This is an optimization exercise on Yosys and OpenROAD, whose aim is small area, not a production implementation. Function was checked by simulation only, so behaviour that the tests miss may differ from the original. Power figures rest on the tool's default switching activity, not on a simulated workload.

--- flow/config.mk ---
export PLATFORM = sky130hd
export DESIGN_NAME = memwb_stage
export DESIGN_NICKNAME = memwb_stage
export VERILOG_FILES = /design/flow/design.v
export SDC_FILE = /design/flow/constraint.sdc
export NUM_CORES = 4
export LEC_CHECK = 0
export CAP_MARGIN = 50
export CORE_MARGIN = 2
export CORE_UTILIZATION = 40
export SLEW_MARGIN = 20
--- flow/constraint.sdc ---
create_clock -name core_clock -period 3.5 [get_ports {clk}]
set_input_delay 0.7000 -clock core_clock [delete_from_list [all_inputs] [get_ports {clk}]]
set_output_delay 0.7000 -clock core_clock [all_outputs]
set_load 0.01 [all_outputs]
--- flow/design.v ---
module memwb_stage #(
  parameter int MEM_WORDS   = 64,
  parameter int MEM_LATENCY = 2
) (
  input  logic         clk,
  input  logic         reset,
  input  logic [3:0]   ctrl_MEM,
  input  logic [31:0]  ALU_out_MEM,
  input  logic [31:0]  write_data_MEM,
  input  logic [4:0]   reg_dst_MEM,
  output logic         mem_stall,
  output logic [1:0]   ctrl_WB,
  output logic [31:0]  read_data_WB,
  output logic [31:0]  ALU_out_WB,
  output logic [4:0]   reg_dst_WB,
  output logic         misalign_WB
);
  localparam int IDX_W = $clog2(MEM_WORDS);
  localparam logic [3:0] LAT_M1 = (MEM_LATENCY > 0) ? 4'(MEM_LATENCY - 1) : 4'd0;
  typedef enum logic {IDLE, BUSY} state_t;
  state_t      state_q, state_d;
  logic [3:0]  cnt_q, cnt_d;
  logic [31:0] mem [MEM_WORDS];
  logic             access, is_store, misal, commit, stall, mem_we;
  logic [IDX_W-1:0] idx;
  logic [31:0]      rdata;
  logic [1:0]  ctrl_wb_q, ctrl_wb_d;
  logic [31:0] read_data_wb_q, read_data_wb_d;
  logic [31:0] alu_out_wb_q, alu_out_wb_d;
  logic [4:0]  reg_dst_wb_q, reg_dst_wb_d;
  logic        misalign_wb_q, misalign_wb_d;
  always_comb begin
    access   = ctrl_MEM[1] | ctrl_MEM[0];
    is_store = ctrl_MEM[0];
    idx      = ALU_out_MEM[IDX_W+1:2];
    misal    = access & (ALU_out_MEM[1:0] != 2'b00);
    rdata    = misal ? 32'h0 : mem[idx];
  end
  always_comb begin
    state_d = state_q;
    cnt_d   = cnt_q;
    stall   = 1'b0;
    commit  = 1'b0;
    unique case (state_q)
      IDLE: begin
        if (access && (MEM_LATENCY > 0)) begin
          state_d = BUSY;
          cnt_d   = LAT_M1;
          stall   = 1'b1;
        end else begin
          commit  = 1'b1;
        end
      end
      BUSY: begin
        if (cnt_q != 4'd0) begin
          cnt_d = cnt_q - 4'd1;
          stall = 1'b1;
        end else begin
          state_d = IDLE;
          commit  = 1'b1;
        end
      end
      default: state_d = IDLE;
    endcase
  end
  assign mem_we = commit & is_store & ~misal & ~reset;
  always_comb begin
    ctrl_wb_d      = 2'b00;
    misalign_wb_d  = 1'b0;
    read_data_wb_d = read_data_wb_q;
    alu_out_wb_d   = alu_out_wb_q;
    reg_dst_wb_d   = reg_dst_wb_q;
    if (!stall) begin
      ctrl_wb_d      = ctrl_MEM[3:2];
      misalign_wb_d  = misal;
      read_data_wb_d = rdata;
      alu_out_wb_d   = ALU_out_MEM;
      reg_dst_wb_d   = reg_dst_MEM;
    end
  end
  always_ff @(posedge clk) begin
    if (reset) begin
      state_q        <= IDLE;
      cnt_q          <= 4'd0;
      ctrl_wb_q      <= 2'b00;
      read_data_wb_q <= 32'h0;
      alu_out_wb_q   <= 32'h0;
      reg_dst_wb_q   <= 5'd0;
      misalign_wb_q  <= 1'b0;
    end else begin
      state_q        <= state_d;
      cnt_q          <= cnt_d;
      ctrl_wb_q      <= ctrl_wb_d;
      read_data_wb_q <= read_data_wb_d;
      alu_out_wb_q   <= alu_out_wb_d;
      reg_dst_wb_q   <= reg_dst_wb_d;
      misalign_wb_q  <= misalign_wb_d;
    end
  end
  always_ff @(posedge clk) begin
    if (mem_we) mem[idx] <= write_data_MEM;
  end
  assign mem_stall    = stall;
  assign ctrl_WB      = ctrl_wb_q;
  assign read_data_WB = read_data_wb_q;
  assign ALU_out_WB   = alu_out_wb_q;
  assign reg_dst_WB   = reg_dst_wb_q;
  assign misalign_WB  = misalign_wb_q;
endmodule
--- flow/run.sh ---
#!/bin/bash
# synth_recipe.tcl (not shown) runs the flow's synth.tcl, then flattens the netlist and writes it again
# the make line also repeats each setting of config.mk as NAME=value (left out here)
make -C /OpenROAD-flow-scripts/flow DESIGN_CONFIG=/design/flow/config.mk WORK_HOME=/design/flow/orfs CLKGATE_MAP_FILE= SYNTH_SCRIPT=/design/flow/synth_recipe.tcl finish
==> impl_metrics.tcl, run 1 <==
set metrics [dict create \
    clock_path_buffers 3 \
    synth.distinct_cells 51 \
    synth-edff-count 2048 \
    nFillCells 17160 \
    clock_sinks 2125 \
    setup_violations 0 \
    path_class "register to primary output" \
    multi_input_area_sq_um 18900 \
    clk_latency_ns 0.86 \
    rows 167 \
    setup_slack_ns 0.108 \
    drc 0 \
    yosys_warnings 1 \
    ys_seq_elements 2125 \
    first_pass_iters 8 \
    root_buffer "clkbuf_16" \
    hold-path-cell-count 1 \
    antenna_found_initial 24 \
    grt_pass1_wl_mm 341 \
    rsz0062_at_grt "false" \
    max_freq_mhz 295 \
    initial_core_util 0.401 \
    min_period_ns 3.39 \
    drt-initial-drc-count 5365 \
    nNetsFinal 5239 \
    power.total_w 0.0540 \
    ant_nets 0 \
    cts_tree "built" \
    cellPowerDensity_nw_per_um2 547 \
    die_y_um 459 \
    pre_cts_ws_ns -0.0772 \
    power_leakage_nw 32.3 \
    async_flop_share 0 \
    coreArea_sq_um 207000 \
    port_buffers 147 \
    synthesis.nets 4819 \
    htreeDepth 4 \
    maxCapViolations 0 \
    worstPathRequired_ns 2.80 \
    io_pins 148 \
    post-route-util 0.477 \
    maxSlewHeadroom 0.419 \
    hold_path.class "primary input to register" \
    worstHoldStart "write_data_MEM[9]" \
    grt_max_degree 99 \
    rrSetupSlack_ns 0.60 \
    ir_drop_uv 383 \
    grt-ovfl-total 0 \
    r2r_end "mem[56][30]" \
    vias 46357 \
    synth_flop_cell "edfxtp_1" \
    cp-startpoint "cnt_q[0]" \
    avgRoutedWirePerCell_um 30.2 \
    yosysSeqAreaShare 0.760 \
    outcome "finished clean" \
    vias_per_cell 5.76 \
    start_kind "register" \
    layout-drive-gt1-share 0.183 \
    routed_wirelength_mm 243 \
    fin_tns_setup_ns 0 \
    seq_area_sq_um 63000 \
    cts_buffers 209 \
    regToRegStartpoint "cnt_q[0]" \
    tightest_slew_ns 0.870 \
    cp_max_fo 4 \
    slew_viol_final 0 \
    grt_usage 0.228 \
    dp_hpwl_mm 158 \
    min_to "mem[13][9]" \
    hold_viol 0 \
    reg2reg_depth 10 \
    fin_crit_sh 0.969 \
    die_area_sq_um 211000 \
    finClkSkew_ns 0.0514 \
    end_kind "primary output" \
    postSynthAreaPerCell_sq_um 17.5 \
    cp.arrival_ns 2.69 \
    syn_area_sq_um 82900 \
    fp.dieW_um 459 \
    grt_pass1_vias 45119 \
    clk_pin_slew_worst_paths_ns 0.06 \
    gp_congestion 0.906 \
    syn_to_final_growth_pct 19.0 \
    synth_cells 4743 \
]
[layer usage]
metal,share of wire,track usage,vias up
li1,-,-,19951
met1,0.40,0.304,24181
met2,0.48,0.374,1857
met3,0.071,0.0378,360
met4,0.041,0.0880,8
met5,0.00018,0,-
[registers in the layout (all words and copies together) (netlist names)]
| signal | cells |
|---|---|
| alu_out_wb_q | 32 |
| state_q | 1 |
| ctrl_wb_q | 2 |
| cnt_q | 4 |
| misalign_wb_q | 1 |
| mem | 2048 |
| reg_dst_wb_q | 5 |
| read_data_wb_q | 32 |
[repair_timing]
action / CTS / global route
endpoints found under the setup margin: 1 / 0
hold buffers: 0 / 0
setup buffers: 0 / 0
resized for setup: 1 / 0
[logic make-up after synthesis]
logic type	count (synthesis)	synth area share
DFF	2125	0.760
AOI/OAI and AO/OA	883	0.0802
muxes	704	0.0999
and+or+nand+nor	694	0.0401
buffers and inverters	336	0.0194
adders and majority gates	1	0.000151
[critical path, cell delays in order, from the launching register on]
cell and delay, ns:
dfxtp_1 0.37, inv_1 0.09, ha_1 0.23, nor3b_2 0.19, a21o_1 0.21, inv_2 0.16
clkdlybuf4s50_1 0.61
[cells in the final DEF (no fill, tap or decap), types with 5 or more instances in the layout]
| master | netlist | layout |
|---|---|---|
| a2111oi_0 | 32 | 11 |
| a2111oi_1 | 0 | 20 |
| a21oi_1 | 135 | 135 |
| a221oi_1 | 190 | 190 |
| a32oi_1 | 32 | 32 |
| and3_1 | 30 | 30 |
| buf_1 | 14 | 10 |
| buf_12 | 0 | 157 |
| buf_16 | 0 | 9 |
| buf_2 | 119 | 13 |
| buf_4 | 42 | 237 |
| bufinv_16 | 0 | 26 |
| clkbuf_1 | 150 | 36 |
| clkbuf_16 | 0 | 211 |
| clkdlybuf4s50_1 | 0 | 111 |
| clkinv_1 | 0 | 50 |
| clkinv_16 | 0 | 5 |
| clkinv_2 | 0 | 37 |
| clkinvlp_4 | 0 | 7 |
| dfxtp_1 | 77 | 77 |
| diode_2 | 0 | 7 |
| edfxtp_1 | 2048 | 2048 |
| mux2_2 | 28 | 28 |
| mux2i_1 | 580 | 580 |
| mux4_2 | 96 | 96 |
| nand2_1 | 340 | 339 |
| nand2b_1 | 194 | 192 |
| nor2_1 | 73 | 8 |
| nor2_4 | 0 | 66 |
| o211ai_1 | 32 | 32 |
| o21ai_0 | 65 | 65 |
| o21ai_1 | 32 | 32 |
| o221a_1 | 38 | 38 |
| o221a_2 | 18 | 18 |
| o22a_1 | 160 | 160 |
| o22ai_1 | 129 | 129 |
| or2_2 | 34 | 33 |
[report_power, final]
part	leakage (nW)	switching (W)	internal, W	total [W]
Clock	3.35	0.00958	0.0130	0.0226
Combinational	9.90	0.00223	0.00122	0.00346
Sequential	19.0	0.0000668	0.0279	0.0280
[Yosys cell counts (14+ instances only)]
master / count / area, sq um
edfxtp_1: 2048 / 61500
mux2i_1: 580 / 5810
nand2_1: 340 / 1280
nand2b_1: 194 / 1210
a221oi_1: 190 / 1660
o22a_1: 160 / 1400
clkbuf_1: 150 / 563
a21oi_1: 135 / 676
o22ai_1: 129 / 807
buf_2: 119 / 596
mux4_2: 96 / 2160
dfxtp_1: 77 / 1540
nor2_1: 73 / 274
o21ai_0: 65 / 325
buf_4: 42 / 315
o221a_1: 38 / 428
or2_2: 34 / 213
a2111oi_0: 32 / 280
a32oi_1: 32 / 280
o211ai_1: 32 / 240
o21ai_1: 32 / 160
and3_1: 30 / 188
mux2_2: 28 / 315
o221a_2: 18 / 203
buf_1: 14 / 52.6
[area by class of cell]
type                    instances  area share
diodes                          7    0.000178
clock inverters               135      0.0149
well taps                    2704      0.0343
clock buffers                 247      0.0549
inverters                       5    0.000216
multi-input cells            2282       0.191
repair buffers                540      0.0651
flip-flops and latches       2125       0.639
[metrics by stage]
stage / cell area, sq um / instances / hold slack [ns]
after detailed placement: 91700 / 7656 / 0.444
after global placement: 91100 / 7617 / 0.439
final: 98600 / 8045 / 0.146
after floorplan: 82900 / 4743 / 0.476
after global routing: 98600 / 8039 / 0.121
after CTS: 98600 / 8038 / 0.108
[worst max path at each step]
stage,end,depth (start not counted)
detailed placement,read_data_wb_q[7],11
global placement,read_data_wb_q[10],9
CTS,mem_stall,6
global route,mem_stall,6
finish,mem_stall,6
floorplan,mem[8][0],7
==> run 2: changes to the inputs <==
==> flow/design.v (replaced) <==
module memwb_stage (
  input  logic         clk,
  input  logic         reset,
  input  logic [3:0]   ctrl_MEM,
  input  logic [31:0]  ALU_out_MEM,
  input  logic [31:0]  write_data_MEM,
  input  logic [4:0]   reg_dst_MEM,
  output logic         mem_stall,
  output logic [1:0]   ctrl_WB,
  output logic [31:0]  read_data_WB,
  output logic [31:0]  ALU_out_WB,
  output logic [4:0]   reg_dst_WB,
  output logic         misalign_WB
);
  localparam int NT = 22;   
  logic [31:0] ring [64];
  logic [5:0]  rot;
  logic        b1, b2;
  logic        wb_pend;
  logic [5:0]  wb_addr;
  logic [31:0] wb_data;
  logic [1:0]  ctrl_wb_q;
  logic        misalign_wb_q;
  logic [31:0] read_data_wb_q;
  logic [31:0] alu_out_wb_q;
  logic [4:0]  reg_dst_wb_q;
  logic        access, misal, stall, commit, st_commit, byp, drain;
  logic [5:0]  addr, rslot, wslot;
  logic [NT-1:0] tsel, wsel;
  logic        hsel, bsel;
  logic [31:0] rdata;
  always_comb begin
    access    = ctrl_MEM[1] | ctrl_MEM[0];
    misal     = access & (ALU_out_MEM[1:0] != 2'b00);
    stall     = b1 | (~b2 & access);
    commit    = ~stall & ~reset;
    st_commit = commit & ctrl_MEM[0] & ~misal;
    addr      = ALU_out_MEM[7:2];
    rslot     = addr + rot;
    wslot     = wb_addr + rot + 6'd1;
    byp       = wb_pend & (wb_addr == addr);
    for (int k = 0; k < NT; k++) begin
      tsel[k] = (rslot == 6'(3 * k)) & ~misal & ~byp;
      wsel[k] = (wslot == 6'(3 * k)) & wb_pend;
    end
    drain = |wsel;
    bsel  = byp & ~misal;
    hsel  = ~(|tsel) & ~byp & ~misal;
    rdata = {32{hsel}} & read_data_wb_q | {32{bsel}} & wb_data;
    for (int k = 0; k < NT; k++) rdata = rdata | {32{tsel[k]}} & ring[3 * k];
  end
  always_ff @(posedge clk) begin
    rot <= rot + 6'd1;
    for (int j = 0; j < 64; j++) begin
      if (j % 3 == 0)
        ring[j] <= wsel[j / 3] ? wb_data : ring[(j + 63) % 64];
      else
        ring[j] <= ring[(j + 63) % 64];
    end
    wb_pend <= st_commit | (wb_pend & ~drain);
    if (st_commit) begin
      wb_addr <= addr;
      wb_data <= write_data_MEM;
    end
    b1 <= ~reset & ~b1 & ~b2 & access;
    b2 <= ~reset & b1;
    ctrl_wb_q      <= commit ? ctrl_MEM[3:2] : 2'b00;
    misalign_wb_q  <= commit & misal;
    read_data_wb_q <= rdata;
    alu_out_wb_q   <= ALU_out_MEM;
    reg_dst_wb_q   <= reg_dst_MEM;
  end
  assign mem_stall    = stall;
  assign ctrl_WB      = ctrl_wb_q;
  assign read_data_WB = read_data_wb_q;
  assign ALU_out_WB   = alu_out_wb_q;
  assign reg_dst_WB   = reg_dst_wb_q;
  assign misalign_WB  = misalign_wb_q;
endmodule
==> run 2 against run 1 <==
  * Final area decreased by 25%
  * Setup slack worse by 0.12 ns
  * Sequential cell count up 42
  * Non-clock buffer count rose by 22
  * First-iteration DRC count down 49%
  * Total power is 9.0% lower
  * Now fails the layout checks on negative setup slack
  * Combinational power decreased by 66%
  * Global-route usage is 1.1 points lower
  * Register-to-register slack worse by 0.58 ns
  * Die area shrank 28%
  * Maximum frequency is 3.5% lower
  * Largest power group unchanged
  * Area after synthesis fell by 28%
==> impl_metrics.tcl, run 2 <==
set metrics [dict create \
    nNetsFinal 4662 \
    synth_cells 4052 \
    top_register "ring" \
    avgRoutedWirePerCell_um 25.1 \
    yosys-top-cells-count "dfxtp_1, mux2_2, clkbuf_1, a22oi_1, nand2_1" \
    grt-ovfl-total 0 \
    rsz0062_at_grt "true" \
    syn_area_sq_um 59300 \
    yosys.area_share.simple 0.0298 \
    hold_viol 0 \
    slew_viol_final 0 \
    p_int_w 0.0389 \
    tightest_slew_ns 0.865 \
    port_buffers 147 \
    synth_fa_ha_area_frac 0.00300 \
    p_sw_frac 0.208 \
    power_leakage_nw 30.0 \
    path_class "primary input to register" \
    ys_seq_elements 2167 \
    finClkSkew_ns 0.0484 \
    yosys_warnings 2 \
    drc 0 \
    pre_cts_ws_ns -1.22 \
    gp_congestion 0.929 \
    synth-compound-area-share 0.0730 \
    ir_drop_uv 549 \
    initial_core_util 0.402 \
    synth_flop_cell "dfxtp_1" \
    synthMuxAreaShare 0.134 \
    clk_pin_slew_worst_paths_ns 0.06 \
    cp_max_fo 16 \
    clock_sinks 2167 \
    switching_power_w 0.0102 \
    die_area_sq_um 151000 \
    fin_crit_sh 1.00 \
    min_period_ns 3.52 \
    largest_reg_flops 2048 \
    grt_pass1_wl_mm 239 \
    io_pins 148 \
    synth_xor_area_frac 0.00382 \
    synth_area_leaders "dfxtp_1, mux2_2, a22oi_1, edfxtp_1, clkbuf_1" \
    vias_per_cell 5.11 \
    synth.distinct_cells 81 \
    postSynthAreaPerCell_sq_um 14.6 \
    ant_nets 0 \
    p_seq_frac 0.525 \
    grt_pass1_vias 33939 \
    so_faults "negative setup slack" \
    reg2reg_depth 12 \
    r2r_end "read_data_wb_q[25]" \
    setup_violations 1 \
    yosysTopAreaCell "dfxtp_1" \
    antenna_found_initial 3 \
    rrSetupSlack_ns 0.02 \
    start_kind "primary input" \
    root_buffer "clkbuf_16" \
    antenna_cells 0 \
    coreArea_sq_um 147000 \
    cts_tree "built" \
    cts_buffers 201 \
    drt-initial-drc-count 2753 \
    synth-edff-count 38 \
    setup_slack_ns -0.0162 \
    synth_top_cell_area_share 0.719 \
    layout_commonest_cell "dfxtp_1" \
    clock_path_buffers 3 \
    htreeDepth 4 \
    worstPathRequired_ns 4.20 \
    outcome "failed layout checks" \
    fp.dieW_um 389 \
    regToRegStartpoint "rot[3]" \
    p_comb_frac 0.024 \
    end_kind "register" \
    synth_top_family_by_area "multiplexers" \
    cp.arrival_ns 4.22 \
    maxCapViolations 0 \
    async_flop_share 0 \
    vias 34103 \
    hold-path-cell-count 1 \
    yosysSeqAreaShare 0.738 \
    max_freq_mhz 284 \
    rows 141 \
    layout-drive-gt1-share 0.312 \
    die_y_um 389 \
    synth.most_common_cell "dfxtp_1" \
    worstHoldStart "ALU_out_MEM[4]" \
    post-route-util 0.499 \
    synthesis.nets 4140 \
    postCtsHoldBufs 0 \
    layout_common_cells "dfxtp_1, mux2_2, buf_4, clkbuf_16, a22oi_1" \
    first_pass_iters 6 \
    hold_path.class "primary input to register" \
    pwr-share-clk 0.451 \
    dp_hpwl_mm 109 \
    cellPowerDensity_nw_per_um2 667 \
    grt_usage 0.217 \
    syn_to_final_growth_pct 24.2 \
    maxSlewHeadroom 0.422 \
    min_to "alu_out_wb_q[4]" \
    clk_latency_ns 0.85 \
    routed_wirelength_mm 167 \
    grt_max_degree 34 \
]
-- run 2: changes by cell type after synthesis, sizes merged, moves of 150 or more --
cell,before,now
o22a,160,1
nand2,340,102
dfxtp,77,2129
nand2b,194,4
edfxtp,2048,38
mux2,28,704
a221oi,192,25
mux2i,580,1
a22oi,4,154
-- run 2: routing by layer --
| metal | GRT usage | part of all wire | vias to the layer above |
|---|---|---|---|
| li1 | - | - | 15457 |
| met1 | 0.308 | 0.47 | 17369 |
| met2 | 0.335 | 0.45 | 994 |
| met3 | 0.0387 | 0.057 | 283 |
| met4 | 0.0718 | 0.029 | 0 |
| met5 | 0 | 0 | - |
-- run 2: worst max path at each step --
stage	endpoint	slack (ns)	start	depth (start not counted)
5_1_grt	read_data_wb_q[17]	-0.05	rot[0]	12
6_report	read_data_wb_q[25]	-0.02	ALU_out_MEM[5]	13
3_5_place_dp	read_data_wb_q[30]	-1.22	ALU_out_MEM[2]	14
2_1_floorplan	read_data_wb_q[20]	0.03	ALU_out_MEM[2]	13
4_1_cts	read_data_wb_q[29]	0.0004	rot[0]	13
3_3_place_gp	read_data_wb_q[30]	-1.19	ALU_out_MEM[2]	14
-- run 2: timing repair --
item | 4_1_cts | 5_1_grt
setup endpoints to repair | 13 | 437
gates resized for setup | 16 | 36
setup buffers | 3 | 3
pin swaps | 4 | 18
-- run 2: critical path, cell delays in order --
cell and delay, ns:
clkdlybuf4s50_1 0.54, ha_1 0.39, buf_12 0.17, xnor2_2 0.25, buf_4 0.22, o22ai_1 0.09, buf_2 0.19, a222oi_1 0.69
o22ai_2 0.23, a221oi_2 0.22, buf_4 0.16, o22ai_1 0.07, a211o_1 0.28
-- run 2: layout make-up --
type | instances | area, sq um
Clock buffer | 310 | 6080
Sequential cell | 2167 | 43800
Tap cell | 1930 | 2410
Fill cell | 12513 | 73800
Multi-Input combinational cell | 1623 | 14900
Clock inverter | 64 | 762
Inverter | 19 | 71.3
Timing Repair Buffer | 562 | 5640
-- run 2: logic make-up after synthesis --
family,count (synthesis)
flip-flops,2167
multiplexers,705
AO/OA/AOI/OAI,540
XOR/XNOR,22
buffers and inverters,262
AND/OR/NAND/NOR,343
adder cells (fa/ha/maj),13
-- run 2: power by group through the flow --
stage / Combinational, W / Clock (W) / Sequential, W
after floorplan: 0.000480 / 0 / 0.0262
after global placement: 0.00112 / 0 / 0.0263
after detailed placement: 0.00114 / 0 / 0.0263
after CTS: 0.00115 / 0.0226 / 0.0258
after global routing: 0.00123 / 0.0235 / 0.0258
final: 0.00118 / 0.0222 / 0.0258
-- run 2: stage by stage --
stage / TNS [ns] / std cells / instance area [sq um] / hold WS, ns / total power (W)
floorplan: 0 / 4052 / 59400 / 0.310 / 0.0267
global placement: -29.27 / 6287 / 66400 / 0.310 / 0.0274
detailed placement: -28.34 / 6295 / 66500 / 0.312 / 0.0275
CTS: 0 / 6672 / 73500 / 0.254 / 0.0495
global route: -0.123 / 6675 / 73700 / 0.160 / 0.0506
finish: -0.0162 / 6675 / 73700 / 0.189 / 0.0492
==> run 3: changes to the inputs <==
--- a/flow/design.v
+++ b/flow/design.v
@@ -25,8 +25,11 @@
   logic [31:0] alu_out_wb_q;
   logic [4:0]  reg_dst_wb_q;
   logic        access, misal, stall, commit, st_commit, byp, drain;
-  logic [5:0]  addr, rslot, wslot;
-  logic [NT-1:0] tsel, wsel;
+  logic [5:0]  addr, rslot;
+  logic [NT-1:0] tsel, we_q, wen_q, we_d;
+  logic        pend_d;
+  logic [5:0]  waddr_d, wslot_d;
+  logic [31:0] wd_pos, wd_neg;
   logic        hsel, bsel;
   logic [31:0] rdata;
   always_comb begin
@@ -37,27 +40,35 @@
     st_commit = commit & ctrl_MEM[0] & ~misal;
     addr      = ALU_out_MEM[7:2];
     rslot     = addr + rot;
-    wslot     = wb_addr + rot + 6'd1;
+    pend_d    = st_commit | (wb_pend & ~drain);
+    waddr_d   = st_commit ? addr : wb_addr;
+    wslot_d   = waddr_d + rot + 6'd2;
     byp       = wb_pend & (wb_addr == addr);
     for (int k = 0; k < NT; k++) begin
       tsel[k] = (rslot == 6'(3 * k)) & ~misal & ~byp;
-      wsel[k] = (wslot == 6'(3 * k)) & wb_pend;
+      we_d[k] = (wslot_d == 6'(3 * k)) & pend_d;
     end
-    drain = |wsel;
     bsel  = byp & ~misal;
     hsel  = ~(|tsel) & ~byp & ~misal;
     rdata = {32{hsel}} & read_data_wb_q | {32{bsel}} & wb_data;
-    for (int k = 0; k < NT; k++) rdata = rdata | {32{tsel[k]}} & ring[3 * k];
+    for (int k = 0; k < NT; k++)
+      rdata = rdata | {32{tsel[k]}} & (ring[3 * k] ^ {32{k[0]}});
+    wd_pos = wb_data;
+    wd_neg = ~wb_data;
   end
+  assign drain = |we_q;
   always_ff @(posedge clk) begin
     rot <= rot + 6'd1;
     for (int j = 0; j < 64; j++) begin
       if (j % 3 == 0)
-        ring[j] <= wsel[j / 3] ? wb_data : ring[(j + 63) % 64];
+        ring[j] <= ~((ring[(j + 63) % 64] | {32{we_q[j / 3]}}) &
+                     (((j / 3) % 2 == 1 ? wd_pos : wd_neg) | {32{wen_q[j / 3]}}));
       else
         ring[j] <= ring[(j + 63) % 64];
     end
-    wb_pend <= st_commit | (wb_pend & ~drain);
+    we_q    <= we_d;
+    wen_q   <= ~we_d;
+    wb_pend <= pend_d;
     if (st_commit) begin
       wb_addr <= addr;
       wb_data <= write_data_MEM;
--- a/flow/config.mk
+++ b/flow/config.mk
@@ -5,6 +5,7 @@
 export SDC_FILE = /design/flow/constraint.sdc
 export NUM_CORES = 4
 export LEC_CHECK = 0
+export ABC_AREA = 1
 export CAP_MARGIN = 50
 export CORE_MARGIN = 2
 export CORE_UTILIZATION = 40
==> run 3 against run 2 <==
  * Now clean on timing, DRC and antenna
  * Total power up 21%
  * Final area down 1.8%
  * Register-to-register slack better by 0.41 ns
  * Clock power up 4%
  * Non-clock buffer count down 122
  * Global-route usage up 3.6 points
  * Critical path type unchanged
  * Critical endpoint is now wen_q[13]
  * Largest power group unchanged
  * Highest routed layer unchanged
==> impl_metrics.tcl, run 3 <==
set metrics [dict create \
    outcome "finished clean" \
    setup_violations 0 \
    grt_pass1_vias 39220 \
    switching_power_w 0.0134 \
    reg2reg_depth 15 \
    ys_seq_elements 2211 \
    synth_top_family_by_area "simple AND/OR/NAND/NOR gates" \
    cp.arrival_ns 3.92 \
    drc 0 \
    synth_cells 5058 \
    port_buffers 147 \
    hold_path.class "primary input to register" \
    layout_commonest_cell "dfxtp_1" \
    cp_max_fo 10 \
    yosysSeqAreaShare 0.755 \
    finClkSkew_ns 0.0288 \
    yosys_warnings 2 \
    drt-initial-drc-count 3807 \
    fin_tns_setup_ns 0 \
    post-route-util 0.492 \
    grt_pass1_wl_mm 277 \
    root_buffer "clkbuf_16" \
    synth_top_cell_area_share 0.738 \
    syn_area_sq_um 59100 \
    cts_buffers 207 \
    synthesis.nets 5150 \
    yosys.area_share.simple 0.122 \
    layout-drive-gt1-share 0.131 \
    htreeDepth 4 \
    async_flop_share 0 \
    setup_slack_ns 0.280 \
    layout_common_cells "dfxtp_1, o22ai_1, nand3_1, nand2_1, nor2_1" \
    grt_max_degree 48 \
    syn_to_final_growth_pct 22.5 \
    postSynthAreaPerCell_sq_um 11.7 \
    slew_viol_final 0 \
    nNetsFinal 5440 \
    worstPathRequired_ns 4.20 \
    vias 40039 \
    fin_hold_ws_ns 0.301 \
    synthMuxAreaShare 0 \
    cellPowerDensity_nw_per_um2 820 \
    clock_sinks 2211 \
    coreArea_sq_um 147000 \
    rows 141 \
    yosysTopAreaCell "dfxtp_1" \
    clock_path_buffers 3 \
    avgRoutedWirePerCell_um 26.3 \
    ant_nets 0 \
    p_seq_frac 0.557 \
    yosys-top-cells-count "dfxtp_1, o22ai_1, nand3_1, nand2_1, nor2_1" \
    multi_input_area_sq_um 12400 \
    pre_cts_ws_ns -0.578 \
    initial_core_util 0.402 \
    maxSlewHeadroom 0.459 \
    start_kind "primary input" \
    synth-compound-area-share 0.0800 \
    hold_viol 0 \
    synth.most_common_cell "dfxtp_1" \
    nFillCells 13013 \
    path_class "primary input to register" \
    vias_per_cell 5.38 \
    antenna_found_initial 2 \
    synth-edff-count 32 \
    clk_pin_slew_worst_paths_ns 0.06 \
    largest_reg_flops 2048 \
    synth_flop_cell "dfxtp_1" \
    gp_congestion 0.834 \
    p_comb_frac 0.053 \
    pwr-share-clk 0.390 \
    tightest_slew_ns 0.812 \
    layout.cells.non_filler 7444 \
    end_kind "register" \
    grt-ovfl-total 0 \
    synth_fa_ha_area_frac 0.00385 \
    clk_latency_ns 0.84 \
    ir_drop_uv 579 \
    top_register "ring" \
    grt_usage 0.254 \
    max_freq_mhz 311 \
    dp_hpwl_mm 119 \
    synth_xor_area_frac 0.00205 \
    routed_wirelength_mm 195 \
    synth.distinct_cells 35 \
    power_leakage_nw 30.7 \
    io_pins 148 \
    first_pass_iters 8 \
    cts_tree "built" \
    fp.dieW_um 388 \
    die_area_sq_um 151000 \
    fin_crit_sh 0.920 \
    hold-path-cell-count 1 \
    post-place-cells 7069 \
    rsz0062_at_grt "false" \
    p_int_w 0.0459 \
    seq_area_sq_um 44600 \
    maxCapViolations 0 \
    die_y_um 388 \
    min_period_ns 3.22 \
    p_sw_frac 0.226 \
    synth_area_leaders "dfxtp_1, o22ai_1, nand3_1, nand3b_1, nand2_1" \
]
## run 3: cell types whose count changed after synthesis, moves of 40 or more
cell      change
o22ai_1     +697
mux2_2      -653
nand3_1     +503
nand2_1     +288
nor2_1      +284
nand3b_1    +199
inv_1       +167
a22oi_1     -153
a22o_1       -70
clkbuf_1     +55
mux2_1       -51
dfxtp_1      +50
a21oi_1      -41
buf_2        +40
## run 3: stage by stage
step           total power, W  instance area [sq um]
2_1_floorplan          0.0345                  59100
3_3_place_gp           0.0363                  64400
3_5_place_dp           0.0365                  65200
4_1_cts                0.0594                  72300
5_1_grt                0.0612                  72300
6_report               0.0593                  72300
## run 3: cell families after synthesis
logic type               after synthesis
AO/OA/AOI/OAI                        767
buffers and inverters                550
flip-flops                          2211
AND/OR/NAND/NOR                     1500
XOR/XNOR                              13
adder cells (fa/ha/maj)               17
## run 3: cell type report
class / instances / share of cell area
sequential: 2211 / 0.617
antenna: 1 / 0.0000346
clock buffer: 308 / 0.0861
timing repair buffer: 440 / 0.0694
inverter: 191 / 0.00991
multi-input combinational: 2297 / 0.172
tap: 1930 / 0.0334
clock inverter: 66 / 0.0121
## run 3: worst max-delay path, stage by stage
cell             delay [ns]
clkdlybuf4s50_1        0.46
nor2_4                 0.13
nor2_1                 0.05
inv_1                  0.07
nand2_2                0.06
nor2_2                 0.17
nand3_4                0.15
nand2_1                0.08
o21ai_1                0.08
ha_1                   0.28
inv_1                  0.04
ha_2                   0.17
fa_2                   0.34
nand2_1                0.07
nand2_1                0.06
a21oi_2                0.13
xor2_1                 0.18
xor2_1                 0.11
buf_4                  0.14
nor2_1                 0.12
nand2_1                0.09
nor2_1                 0.17
inv_1                  0.07
## run 3: power by group through the flow
stage | sequential [W] | combinational [W] | clock, W
floorplan | 0.0326 | 0.00183 | 0
global placement | 0.0334 | 0.00288 | 0
detailed placement | 0.0334 | 0.00307 | 0
CTS | 0.0330 | 0.00310 | 0.0233
global route | 0.0335 | 0.00336 | 0.0244
finish | 0.0331 | 0.00313 | 0.0231
## run 3: final timing paths
check / from / endpoint / slack, ns
worst min register to register: ring[1][0] / ring[2][0] / 0.31
worst min-delay path: ALU_out_MEM[13] / alu_out_wb_q[13] / 0.30
worst max register to register: rot[0] / read_data_wb_q[17] / 0.43
worst max-delay path: ctrl_MEM[0] / wen_q[13] / 0.28
## run 3: per-layer routing
layer,GRT usage,vias up,part of all wire
li1,-,17820,-
met2,0.398,1779,0.45
met3,0.0497,399,0.075
met5,0,-,0
met1,0.338,20041,0.43
met4,0.117,0,0.044
## run 3: what timing repair did
item                       in CTS  in global routing
hold buffers                    0                  0
setup endpoints to repair       0                 12
resized for setup               0                  1
setup buffers                   0                  0
==> run 4: changes to the inputs <==
--- a/flow/config.mk
+++ b/flow/config.mk
@@ -6,7 +6,9 @@
 export NUM_CORES = 4
 export LEC_CHECK = 0
 export ABC_AREA = 1
-export CAP_MARGIN = 50
+export CAP_MARGIN = 20
 export CORE_MARGIN = 2
-export CORE_UTILIZATION = 40
+export CORE_UTILIZATION = 60
+export CTS_BUF_LIST = sky130_fd_sc_hd__clkbuf_8
+export CTS_CLUSTER_SIZE = 20
 export SLEW_MARGIN = 20
==> run 4 against run 3 <==
  * Count of clock-buffer cells in the layout increased by 107
  * Utilization up 23 points
  * Sequential cell count unchanged
  * Synthesized cell count stayed put
  * Via count increased by 0.90%
  * Clock power down 13%
  * Total power down 5.0%
  * Largest cell class unchanged
==> impl_metrics.tcl, run 4 <==
set metrics [dict create \
    htreeDepth 5 \
    hold_path.class "primary input to register" \
    slew_viol_final 0 \
    ir_drop_uv 603 \
    ant_nets 0 \
    max_freq_mhz 307 \
    post-place-cells 6420 \
    coreArea_sq_um 98000 \
    grt_usage 0.364 \
    dp_hpwl_mm 109 \
    drc 0 \
    largest_reg_flops 2048 \
    layout_common_cells "dfxtp_1, o22ai_1, nand3_1, clkbuf_8, nand2_1" \
    clock_path_buffers 4 \
    post_cts_buffers 0 \
    cts_buffers 338 \
    layout_commonest_cell "dfxtp_1" \
    first_pass_iters 5 \
    power_leakage_nw 30.8 \
    fin_crit_sh 0.931 \
    worstPathRequired_ns 4.38 \
    syn_to_final_growth_pct 19.0 \
    r2r_end "read_data_wb_q[30]" \
    worstHoldStart "ALU_out_MEM[31]" \
    rsz0062_at_grt "false" \
    cp-startpoint "rot[0]" \
    end_kind "register" \
    layout.cells.non_filler 6995 \
    clk_pin_slew_worst_paths_ns 0.06 \
    clk_latency_ns 0.98 \
    io_pins 148 \
    reg2reg_depth 16 \
    vias 40400 \
    p_seq_frac 0.588 \
    min_period_ns 3.26 \
    grt-ovfl-total 0 \
    clock_sinks 2211 \
    top_register "ring" \
    p_sw_frac 0.234 \
    die_y_um 318 \
    pre_cts_ws_ns -0.709 \
    critPathCapture "read_data_wb_q[30]" \
    root_buffer "clkbuf_8" \
    setup_slack_ns 0.243 \
    async_flop_share 0 \
    die_area_sq_um 101000 \
    synthesis.nets 5150 \
    grt_max_degree 45 \
    synth-edff-count 32 \
    initial_core_util 0.603 \
    layout-drive-gt1-share 0.146 \
    maxCapViolations 0 \
    ys_seq_elements 2211 \
    rows 115 \
    drt-initial-drc-count 4154 \
    power.total_w 0.0563 \
    port_buffers 147 \
    nNetsFinal 5565 \
    regToRegStartpoint "rot[0]" \
    grt_pass1_wl_mm 267 \
    routed_wirelength_mm 187 \
    p_comb_frac 0.053 \
    yosysSeqAreaShare 0.755 \
    finClkSkew_ns 0.0421 \
    tightest_slew_ns 1.24 \
    fin_hold_ws_ns 0.189 \
    gp_congestion 0.862 \
    grt_pass1_vias 39566 \
    switching_power_w 0.0132 \
    maxSlewHeadroom 0.176 \
    synth_top_cell_area_share 0.738 \
    syn_area_sq_um 59100 \
    yosys_warnings 2 \
    cp_max_fo 12 \
    start_kind "register" \
    postCtsHoldBufs 0 \
    yosysTopAreaCell "dfxtp_1" \
    pwr-share-clk 0.359 \
    synth_cells 5058 \
    path_class "register to register" \
    rrSetupSlack_ns 0.24 \
    setup_violations 0 \
    synth.distinct_cells 35 \
    cp.arrival_ns 4.14 \
    avgRoutedWirePerCell_um 26.7 \
    antenna_found_initial 2 \
    synth_area_leaders "dfxtp_1, o22ai_1, nand3_1, nand3b_1, nand2_1" \
    cellPowerDensity_nw_per_um2 802 \
    postSynthAreaPerCell_sq_um 11.7 \
    cts_tree "built" \
    hold_viol 0 \
    post-route-util 0.717 \
    synth_flop_cell "dfxtp_1" \
    synth.most_common_cell "dfxtp_1" \
    p_int_w 0.0432 \
    outcome "finished clean" \
    fp.dieW_um 318 \
    yosys-top-cells-count "dfxtp_1, o22ai_1, nand3_1, nand2_1, nor2_1" \
    vias_per_cell 5.78 \
]
-- run 4: routing by layer --
metal	vias up	track usage	routed length, um
li1	18117	-	-
met3	451	0.0606	15500
met4	0	0.156	7410
met2	2018	0.565	83500
met5	-	0	0
met1	19814	0.507	80000
-- run 4: stage by stage --
stage	cell area (sq um)	setup TNS, ns
after floorplan	59100	-0.0448
after global placement	63800	-34.92
after detailed placement	63800	-38.90
after CTS	70300	0
after global routing	70300	0
final	70300	0
-- run 4: power by group through the flow --
stage	clock (W)	sequential (W)	combinational, W
floorplan	0	0.0326	0.00183
global placement	0	0.0334	0.00286
detailed placement	0	0.0335	0.00292
CTS	0.0203	0.0331	0.00295
global route	0.0215	0.0336	0.00323
finish	0.0202	0.0331	0.00300
-- run 4: cells by family (layout without fill, tap and decap cells) --
group                      after synthesis  after routing  synth area share
and+or+nand+nor                       1500           1500             0.122
xor gates and xnor gates                13             13           0.00205
DFF                                   2211           2211             0.755
adders and majority gates               17             17           0.00385
other                                    0              5                 0
AOI/OAI and AO/OA                      767            767            0.0800
buffers and inverters                  550           1195            0.0376
-- run 4: what timing repair did --
action / in CTS / in global routing
endpoints found under the hold margin: 0 / 0
resized for setup: 0 / 4
endpoints found under the setup margin: 0 / 15
-- run 4: worst min-delay path by stage --
stage                       endpoint  slack (ns)  cells after the start
floorplan                ring[11][0]        0.31                      0
global placement        ring[14][28]        0.31                      0
detailed placement       ring[53][9]        0.31                      0
CTS                 alu_out_wb_q[31]        0.13                      1
global route        alu_out_wb_q[18]        0.14                      1
finish              alu_out_wb_q[31]        0.19                      1
-- run 4: area by class of cell --
type	instances	area, sq um
antenna	5	12.5
clock buffer	415	5710
clock inverter	155	702
fill	7098	27700
inverter	191	717
multi-input combinational	2297	12500
sequential	2211	44600
tap	1287	1610
timing repair buffer	434	4440
-- run 4: critical path: stages, from the launching register on --
cell and delay, ns:
dfxtp_1 0.37, ha_1 0.23, fa_1 0.43, xnor2_1 0.39, buf_4 0.19, nor2_2 0.04, inv_2 0.14, nor2_4 0.07
buf_12 0.16, nand2_1 0.06, nand2_1 0.05, nor2_1 0.10, nand2_1 0.09, nor2_4 0.37, buf_4 0.31, nand3_1 0.11
nand2_1 0.08

-- what the ideal ports hide --
No port has a modelled driver above. Below, the same layouts with a new extraction and two added sets of constraints. Step 1 sets driving cells, clkbuf_16 on the clock port and buf_2 on the other inputs (assumed; they add their load-dependent delay and slew). Step 2 moves the port delays by t, midway between the first and last clock arrival at a register: inputs arrive t later, outputs are due t later. That takes back most of the time a late clock gives input paths. Slacks: ideal / step 1 / step 2; pairs: ideal / step 1.
run | t, ns | setup slack, ns | clock arrival spread, ns | slew at the worst register clock pin (ns)
run 1 | 0.923 | 0.108 / 0.018 / -0.103 | 0.058 / 0.058 | 0.07 / 0.07
run 2 | 0.899 | -0.016 / 0.017 / -0.855 | 0.064 / 0.063 | 0.07 / 0.07
run 3 | 0.905 | 0.280 / 0.331 / -0.574 | 0.035 / 0.035 | 0.07 / 0.07
run 4 | 1.013 | 0.243 / 0.243 / -0.634 | 0.063 / 0.062 | 0.07 / 0.07
With both steps, setup timing fails in run 1, run 3 and run 4, where it was met with ideal ports. For run 4, which loses most, drivers alone change the setup slack by 0.000 ns; drivers and shift together by -0.877 ns.
